What follows belongs to an exercise in optimizing a design on an open flow for a short achievable clock period and few clock cycles; a production flow would make more cautious choices.
RTL that was checked went through simulation tests only; none was proved equivalent to the original.
Power and IR drop assume default switching activity.

==> inputs of trial 34 <==
==> flow/design.v (excerpt) <==
module p_cache #(
    parameter int unsigned LINES      = LINES_DEF,
    parameter int unsigned LINE_WORDS = LINE_WORDS_DEF
) (
    input  logic        clk,
    input  logic        rst_n,
    input  logic [31:0] prg_address,
    input  logic        flush,
    output logic [15:0] instruction,
    output logic        p_cache_miss,
    output logic        mem_req,
    output logic [31:0] mem_addr,
    input  logic        mem_ack,
    input  logic        mem_valid,
    input  logic [15:0] mem_data
);
    localparam int unsigned INDEX_W  = $clog2(LINES);
    localparam int unsigned OFFSET_W = $clog2(LINE_WORDS);
    localparam int unsigned TAG_W    = ADDR_W - INDEX_W - OFFSET_W;
    localparam int unsigned LINE_W   = ADDR_W - OFFSET_W;
    localparam int unsigned LBITS    = LINE_WORDS * DATA_W;
    logic [LINES-1:0][LBITS-1:0] dat_q;
    logic [LINES-1:0][TAG_W-1:0] tag_q;
    logic [LINES-1:0]            valid_q;
    logic                first_q;     
    logic                look_q;      
    logic [ADDR_W-1:0]   a_q;         
    logic                req_q;       
    logic                wb_q;        
    logic                dlv_q;       
    logic                fa_q;        
    logic [LINE_W-1:0]   fl_q;        
    logic [OFFSET_W-1:0] bc_q;        
    logic [LINE_WORDS-1:0] mask_q;    
    logic [LINES-1:0]    hv_q;        
    logic [LBITS-1:0]    line_q;      
    logic [OFFSET_W-1:0] off_q;       
    logic                fh_q;        
    logic                byp_q;       
  ...
==> module p_cache, before the edit <==
module p_cache #(
    parameter int unsigned LINES      = LINES_DEF,
    parameter int unsigned LINE_WORDS = LINE_WORDS_DEF
) (
    input  logic        clk,
    input  logic        rst_n,
    input  logic [31:0] prg_address,
    input  logic        flush,
    output logic [15:0] instruction,
    output logic        p_cache_miss,
    output logic        mem_req,
    output logic [31:0] mem_addr,
    input  logic        mem_ack,
    input  logic        mem_valid,
    input  logic [15:0] mem_data
);
    localparam int unsigned INDEX_W  = $clog2(LINES);
    localparam int unsigned OFFSET_W = $clog2(LINE_WORDS);
    localparam int unsigned TAG_W    = ADDR_W - INDEX_W - OFFSET_W;
    localparam int unsigned LINE_W   = ADDR_W - OFFSET_W;
    localparam int unsigned LBITS    = LINE_WORDS * DATA_W;
    logic [LINES-1:0][LBITS-1:0] dat_q;
    logic [LINES-1:0][TAG_W-1:0] tag_q;
    logic [LINES-1:0]            valid_q;
    logic                first_q;     
    logic                look_q;      
    logic [ADDR_W-1:0]   a_q;         
    logic                req_q;       
    logic                wb_q;        
    logic                dlv_q;       
    logic                fa_q;        
    logic [LINE_W-1:0]   fl_q;        
    logic [OFFSET_W-1:0] bc_q;        
    logic [LINE_WORDS-1:0] mask_q;    
    logic [LINES-1:0]    hv_q;        
    logic [LBITS-1:0]    line_q;      
    logic [OFFSET_W-1:0] off_q;       
    logic                fh_q;        
    logic                byp_q;       
    logic                tc_q;        
    logic [DATA_W-1:0]   bdata_q;     
    logic [INDEX_W-1:0]  n_idx;
    logic [OFFSET_W-1:0] n_off;
    logic [TAG_W-1:0]    n_tag;
    logic [LINES-1:0]    hv_d;
    logic                n_lm, n_arr;
    assign n_idx = prg_address[OFFSET_W +: INDEX_W];
    assign n_off = prg_address[OFFSET_W-1:0];
    assign n_tag = prg_address[ADDR_W-1 -: TAG_W];
    always_comb begin
        for (int i = 0; i < LINES; i++) begin
            hv_d[i] = valid_q[i] && !flush && (n_idx == INDEX_W'(i)) && (tag_q[i] == n_tag);
        end
    end
    logic n_lastok;
    assign n_lastok = !(mem_valid && (bc_q == OFFSET_W'(LINE_WORDS - 1))) ||
                      ((&mask_q[LINE_WORDS-2:0]) && !flush);
    assign n_lm  = fa_q && (fl_q == prg_address[ADDR_W-1:OFFSET_W]);
    assign n_arr = mem_valid && (bc_q == n_off);
    always_ff @(posedge clk) begin
        hv_q    <= hv_d;
        line_q  <= dat_q[n_idx];
        off_q   <= n_off;
        fh_q    <= n_lm && n_lastok && ((mask_q[n_off] && !flush) || n_arr);
        byp_q   <= n_lm && n_lastok && n_arr;
        tc_q    <= n_lm && ((n_off > bc_q) || ((n_off == bc_q) && !mem_valid));
        bdata_q <= mem_data;
    end
    logic hit, deliver, accept, need_req, wb_eff, dlv_d, ack, beat, last_beat;
    assign hit      = (|hv_q) || fh_q;
    assign deliver  = (look_q && hit) || dlv_q;
    assign accept   = first_q || deliver;
    assign need_req = look_q && !hit && !tc_q;
    assign p_cache_miss = !deliver;
    assign instruction  = (byp_q || dlv_q) ? bdata_q : line_q[off_q*DATA_W +: DATA_W];
    assign mem_req      = need_req || req_q;
    assign mem_addr     = {a_q[ADDR_W-1:OFFSET_W], {OFFSET_W{1'b0}}};
    assign ack       = mem_req && mem_ack;
    assign wb_eff    = wb_q || (look_q && !hit && tc_q);
    assign dlv_d     = wb_eff && mem_valid && (bc_q == a_q[OFFSET_W-1:0]);
    assign beat      = fa_q && mem_valid;
    assign last_beat = beat && (bc_q == OFFSET_W'(LINE_WORDS - 1));
    always_ff @(posedge clk or negedge rst_n) begin
        if (!rst_n) begin
            first_q <= 1'b1;
            look_q  <= 1'b0;
            req_q   <= 1'b0;
            wb_q    <= 1'b0;
            dlv_q   <= 1'b0;
            fa_q    <= 1'b0;
            bc_q    <= '0;
            mask_q  <= '0;
        end else begin
            first_q <= 1'b0;
            look_q  <= accept;
            req_q   <= mem_req && !mem_ack;
            wb_q    <= (wb_eff || ack) && !dlv_d;
            dlv_q   <= dlv_d;
            if (ack) begin
                fa_q   <= 1'b1;
                bc_q   <= '0;
                mask_q <= '0;
            end else begin
                if (last_beat) fa_q <= 1'b0;
                if (beat) bc_q <= bc_q + OFFSET_W'(1);
                mask_q <= (flush ? '0 : mask_q) |
                          (beat ? (LINE_WORDS'(1) << bc_q) : '0);
            end
        end
    end
    always_ff @(posedge clk) begin
        if (accept) a_q <= prg_address;
        if (ack) fl_q <= a_q[ADDR_W-1:OFFSET_W];
    end
    logic [INDEX_W-1:0] a_idx, f_idx;
    assign a_idx = a_q[OFFSET_W +: INDEX_W];
    assign f_idx = fl_q[INDEX_W-1:0];
    always_ff @(posedge clk or negedge rst_n) begin
        if (!rst_n) begin
            valid_q <= '0;
        end else if (flush) begin
            valid_q <= '0;
        end else begin
            for (int i = 0; i < LINES; i++) begin
                if (ack && (a_idx == INDEX_W'(i)))
                    valid_q[i] <= 1'b0;
                else if (last_beat && (f_idx == INDEX_W'(i)) && (&mask_q[LINE_WORDS-2:0]))
                    valid_q[i] <= 1'b1;
            end
        end
    end
    always_ff @(posedge clk) begin
        for (int i = 0; i < LINES; i++) begin
            if (ack && (a_idx == INDEX_W'(i)))
                tag_q[i] <= a_q[ADDR_W-1 -: TAG_W];
        end
    end
    always_ff @(posedge clk) begin
        for (int i = 0; i < LINES; i++) begin
            for (int w = 0; w < LINE_WORDS; w++) begin
                if (beat && (f_idx == INDEX_W'(i)) && (bc_q == OFFSET_W'(w)))
                    dat_q[i][w*DATA_W +: DATA_W] <= mem_data;
            end
        end
    end
endmodule
clock: 11.0 ns
lec_check: 0
cap_margin: 20
cell_pad_in_sites_detail_placement: 1
cell_pad_in_sites_global_placement: 2
core_margin: 2
core_utilization: 25
place_density: 0.35
slew_margin: 20
run.sh (not shown) runs the stock make flow with config.mk's settings and CLKGATE_MAP_FILE= SYNTH_SCRIPT=/design/flow/synth_recipe.tcl, a recipe that flattens the netlist after the stock synthesis.
==> trial 68: changes against trial 34 <==
==> flow/design.v (replaced) <==
package pcache_pkg;
    localparam int unsigned ADDR_W         = 32;
    localparam int unsigned DATA_W         = 16;
    localparam int unsigned LINES_DEF      = 32;
    localparam int unsigned LINE_WORDS_DEF = 8;
    localparam int unsigned INDEX_W_DEF    = $clog2(LINES_DEF);
    localparam int unsigned OFFSET_W_DEF   = $clog2(LINE_WORDS_DEF);
    localparam int unsigned TAG_W_DEF      = ADDR_W - INDEX_W_DEF - OFFSET_W_DEF;
    localparam logic [31:0] STAT_MAX       = 32'hFFFF_FFFF;
    typedef enum logic [1:0] {
        IDLE = 2'd0,
        REQ  = 2'd1,
        FILL = 2'd2,
        DONE = 2'd3
    } pcache_state_e;
    function automatic logic [31:0] sat_inc(input logic [31:0] value);
        sat_inc = (value == STAT_MAX) ? value : value + 32'd1;
    endfunction
endpackage
module pcache_data_ram #(
    parameter int unsigned DEPTH = 256,
    parameter int unsigned AW    = 8,
    parameter int unsigned DW    = 16
) (
    input  logic          clk,
    input  logic          we,
    input  logic [AW-1:0] waddr,
    input  logic [DW-1:0] wdata,
    input  logic [AW-1:0] raddr,
    output logic [DW-1:0] rdata
);
    logic [DW-1:0] mem [DEPTH];
    always_ff @(posedge clk) begin
        if (we) begin
            mem[waddr] <= wdata;
        end
        rdata <= mem[raddr];
    end
endmodule
import pcache_pkg::*;
module p_cache #(
    parameter int unsigned LINES      = LINES_DEF,
    parameter int unsigned LINE_WORDS = LINE_WORDS_DEF
) (
    input  logic        clk,
    input  logic        rst_n,
    input  logic [31:0] prg_address,
    input  logic        flush,
    output logic [15:0] instruction,
    output logic        p_cache_miss,
    output logic        mem_req,
    output logic [31:0] mem_addr,
    input  logic        mem_ack,
    input  logic        mem_valid,
    input  logic [15:0] mem_data
);
    localparam int unsigned INDEX_W  = $clog2(LINES);
    localparam int unsigned OFFSET_W = $clog2(LINE_WORDS);
    localparam int unsigned TAG_W    = ADDR_W - INDEX_W - OFFSET_W;
    localparam int unsigned LINE_W   = ADDR_W - OFFSET_W;
    localparam logic [OFFSET_W-1:0] LAST_BEAT = OFFSET_W'(LINE_WORDS - 1);
    logic [LINES-1:0][LINE_WORDS-1:0][DATA_W-1:0] dat_q;
    logic [LINES-1:0][TAG_W-1:0]                  tag_q;
    logic [LINES-1:0]                             valid_q;
    logic                  first_q;   
    logic                  dlvr_q;    
    logic [DATA_W-1:0]     instr_q;   
    logic [ADDR_W-1:0]     a_q;       
    logic                  req_q;     
    logic                  wb_q;      
    logic                  ack_q;     
    logic                  fa_q;      
    logic [LINE_W-1:0]     fl_q;      
    logic [OFFSET_W-1:0]   bc_q;      
    logic [LINE_WORDS-1:0] mask_q;    
    logic [INDEX_W-1:0]  n_idx;
    logic [OFFSET_W-1:0] n_off;
    logic [TAG_W-1:0]    n_tag;
    logic                n_arr_hit, n_lm, n_beat, n_lastok;
    logic                n_fh, n_byp, n_tc, n_hit;
    assign n_idx = prg_address[OFFSET_W +: INDEX_W];
    assign n_off = prg_address[OFFSET_W-1:0];
    assign n_tag = prg_address[ADDR_W-1 -: TAG_W];
    always_comb begin
        n_arr_hit = 1'b0;
        for (int i = 0; i < LINES; i++) begin
            n_arr_hit = n_arr_hit |
                        (valid_q[i] && (n_idx == INDEX_W'(i)) && (tag_q[i] == n_tag));
        end
    end
    assign n_lastok = !(mem_valid && (bc_q == LAST_BEAT)) ||
                      ((&mask_q[LINE_WORDS-2:0]) && !flush);
    assign n_lm   = fa_q && (fl_q == prg_address[ADDR_W-1:OFFSET_W]);
    assign n_beat = mem_valid && (bc_q == n_off);
    assign n_fh   = n_lm && n_lastok && ((mask_q[n_off] && !flush) || n_beat);
    assign n_byp  = n_lm && n_lastok && n_beat;
    assign n_tc   = n_lm && ((n_off > bc_q) || ((n_off == bc_q) && !mem_valid));
    assign n_hit  = (n_arr_hit && !flush) || n_fh;
    logic accept, ack, dlv, beat, last_beat;
    assign accept    = first_q || dlvr_q;
    assign ack       = req_q && mem_ack;
    assign dlv       = wb_q && mem_valid && (bc_q == a_q[OFFSET_W-1:0]);
    assign beat      = fa_q && mem_valid;
    assign last_beat = beat && (bc_q == LAST_BEAT);
    assign p_cache_miss = !dlvr_q;
    assign instruction  = instr_q;
    assign mem_req      = req_q;
    assign mem_addr     = {a_q[ADDR_W-1:OFFSET_W], {OFFSET_W{1'b0}}};
    always_ff @(posedge clk) begin
        instr_q <= (n_byp || dlv) ? mem_data : dat_q[n_idx][n_off];
    end
    always_ff @(posedge clk or negedge rst_n) begin
        if (!rst_n) begin
            first_q <= 1'b1;
            dlvr_q  <= 1'b0;
            req_q   <= 1'b0;
            wb_q    <= 1'b0;
            ack_q   <= 1'b0;
            fa_q    <= 1'b0;
            bc_q    <= '0;
            mask_q  <= '0;
        end else begin
            first_q <= 1'b0;
            dlvr_q  <= (accept && n_hit) || dlv;
            req_q   <= (accept && !n_hit && !n_tc) || (req_q && !mem_ack);
            wb_q    <= (accept && !n_hit && n_tc) || ack || (wb_q && !dlv);
            ack_q   <= ack;
            if (ack) begin
                fa_q   <= 1'b1;
                bc_q   <= '0;
                mask_q <= '0;
            end else begin
                if (last_beat) fa_q <= 1'b0;
                if (beat) bc_q <= bc_q + OFFSET_W'(1);
                mask_q <= (flush ? '0 : mask_q) |
                          (beat ? (LINE_WORDS'(1) << bc_q) : '0);
            end
        end
    end
    always_ff @(posedge clk) begin
        if (accept) a_q <= prg_address;
        if (ack) fl_q <= a_q[ADDR_W-1:OFFSET_W];
    end
    logic [INDEX_W-1:0] a_idx, f_idx;
    assign a_idx = a_q[OFFSET_W +: INDEX_W];
    assign f_idx = fl_q[INDEX_W-1:0];
    always_ff @(posedge clk or negedge rst_n) begin
        if (!rst_n) begin
            valid_q <= '0;
        end else if (flush) begin
            valid_q <= '0;
        end else begin
            for (int i = 0; i < LINES; i++) begin
                if (ack_q && (a_idx == INDEX_W'(i)))
                    valid_q[i] <= 1'b0;
                else if (last_beat && (f_idx == INDEX_W'(i)) && (&mask_q[LINE_WORDS-2:0]))
                    valid_q[i] <= 1'b1;
            end
        end
    end
    always_ff @(posedge clk) begin
        for (int i = 0; i < LINES; i++) begin
            if (ack_q && (a_idx == INDEX_W'(i)))
                tag_q[i] <= a_q[ADDR_W-1 -: TAG_W];
        end
    end
    always_ff @(posedge clk) begin
        for (int i = 0; i < LINES; i++) begin
            for (int w = 0; w < LINE_WORDS; w++) begin
                if (fa_q && (f_idx == INDEX_W'(i)) && (bc_q == OFFSET_W'(w)))
                    dat_q[i][w] <= mem_data;
            end
        end
    end
endmodule
==> flow/flow/run.sh (new file) <==
#!/bin/bash
# Own flow: the standard layout, with timing repair asked to reach a
# larger setup slack than the default of zero, so that the achieved period
# shrinks. Everything else (synthesis, constraints, steps) is standard.
set -euo pipefail
bash standard.sh SETUP_SLACK_MARGIN=8 finish > standard_finish.log 2>&1
==> flow/standard.sh (new file) <==
#!/bin/bash
# synth_recipe.tcl (not shown) runs the flow's synth.tcl, then flattens the netlist and writes it again
# the make line also repeats each setting of config.mk as NAME=value (left out here)
make -C /OpenROAD-flow-scripts/flow DESIGN_CONFIG=/design/flow/config.mk WORK_HOME=/design/flow/orfs CLKGATE_MAP_FILE= SYNTH_SCRIPT=/design/flow/synth_recipe.tcl "${@:-finish}"
--- a/flow/config.mk
+++ b/flow/config.mk
@@ -6,9 +6,10 @@
 export NUM_CORES = 4
 export LEC_CHECK = 0
+export ABC_CLOCK_PERIOD_IN_PS = 3000
 export CAP_MARGIN = 20
 export CELL_PAD_IN_SITES_DETAIL_PLACEMENT = 1
 export CELL_PAD_IN_SITES_GLOBAL_PLACEMENT = 2
 export CORE_MARGIN = 2
-export CORE_UTILIZATION = 25
-export PLACE_DENSITY = 0.35
+export CORE_UTILIZATION = 40
+export PLACE_DENSITY = 0.6
 export SLEW_MARGIN = 20
removed: flow/run.sh
==> comparison table <==
Capture instance of the worst register-to-register path: trial 34 tag_q[247]$_DFFE_PP_; trial 68 dat_q[679]$_DFFE_PP_
Global Route met2 Usage: trial 34 0.324; trial 68 0.493
Startpoint type of the worst setup path: trial 34 flop; trial 68 primary input
Wire length on met3: trial 34 27.1 mm; trial 68 62.2 mm
Number of violations reported at the end of detailed-routing iteration 0: trial 34 8200; trial 68 15600
Critical path's largest stage delay: trial 34 820 ps; trial 68 560 ps
Sequential fraction of total cell area: trial 34 0.647; trial 68 0.623
VDD IR-drop max: trial 34 0.000161 V; trial 68 0.000169 V
Combined global-route utilization of all metal layers: trial 34 0.190; trial 68 0.304
Worst Hold Slack: trial 34 511 ps; trial 68 527 ps
Path length in cells of the critical path: trial 34 6; trial 68 12
Standard cell core area: trial 34 797000 um^2; trial 68 494000 um^2
Final core utilization: trial 34 0.296; trial 68 0.486
Least-Margin Pin Slew: trial 34 1130 ps; trial 68 1150 ps
Result of the run: trial 34 complete, no violations; trial 68 complete, no violations
Total Die Area: trial 34 805000 um^2; trial 68 502000 um^2
Fraction of met1 tracks used by global routing: trial 34 0.266; trial 68 0.418
Horizontal die dimension: trial 34 897 um; trial 68 708 um
Top cell type's share of synthesized area: trial 34 0.741; trial 68 0.746
GP Congestion: trial 34 0.721; trial 68 0.819
Portion of total power attributed to combinational logic: trial 34 0.061; trial 68 0.090
Pre-CTS setup slack: trial 34 4940 ps; trial 68 3420 ps
Testbench counts of trial 68, summed over its fixed seeds: cycles 280,561.
Only the layout flow was run in trial 34; the RTL was not checked for function there.

==> what the ideal ports hide <==
Ports are ideal in the flow. The routed layouts listed here were re-timed in OpenROAD. Step 1: set_driving_cell puts a clkbuf_16 on clk and a buf_2 on each other input, an assumption about the parent block. Step 2 adds t to the input delays and takes it off the output delays; t is the mean of the earliest and latest rising clock arrival at the registers after step 1. Input paths then give back, and output paths get back, about the clock's delay inside the block. Three values: ideal ports, drivers, drivers and shift; two values: the first two.
run | shift t [ns] | slack for setup (ns) | hold WS [ns] | worst setup path at the end | pins driven straight from the clock port
trial 34 | 1.206 | 4.570 / 4.442 / 4.959 | 0.511 / 0.511 / 0.511 | input to register | 1
trial 68 | 1.188 | 6.649 / 6.136 / 4.948 | 0.527 / 0.527 / 0.527 | input to register | 1
After both steps every run listed still meets setup and hold. The setup slack of trial 68, which loses most, moves by -0.513 ns with the drivers and by -1.701 ns with both steps.
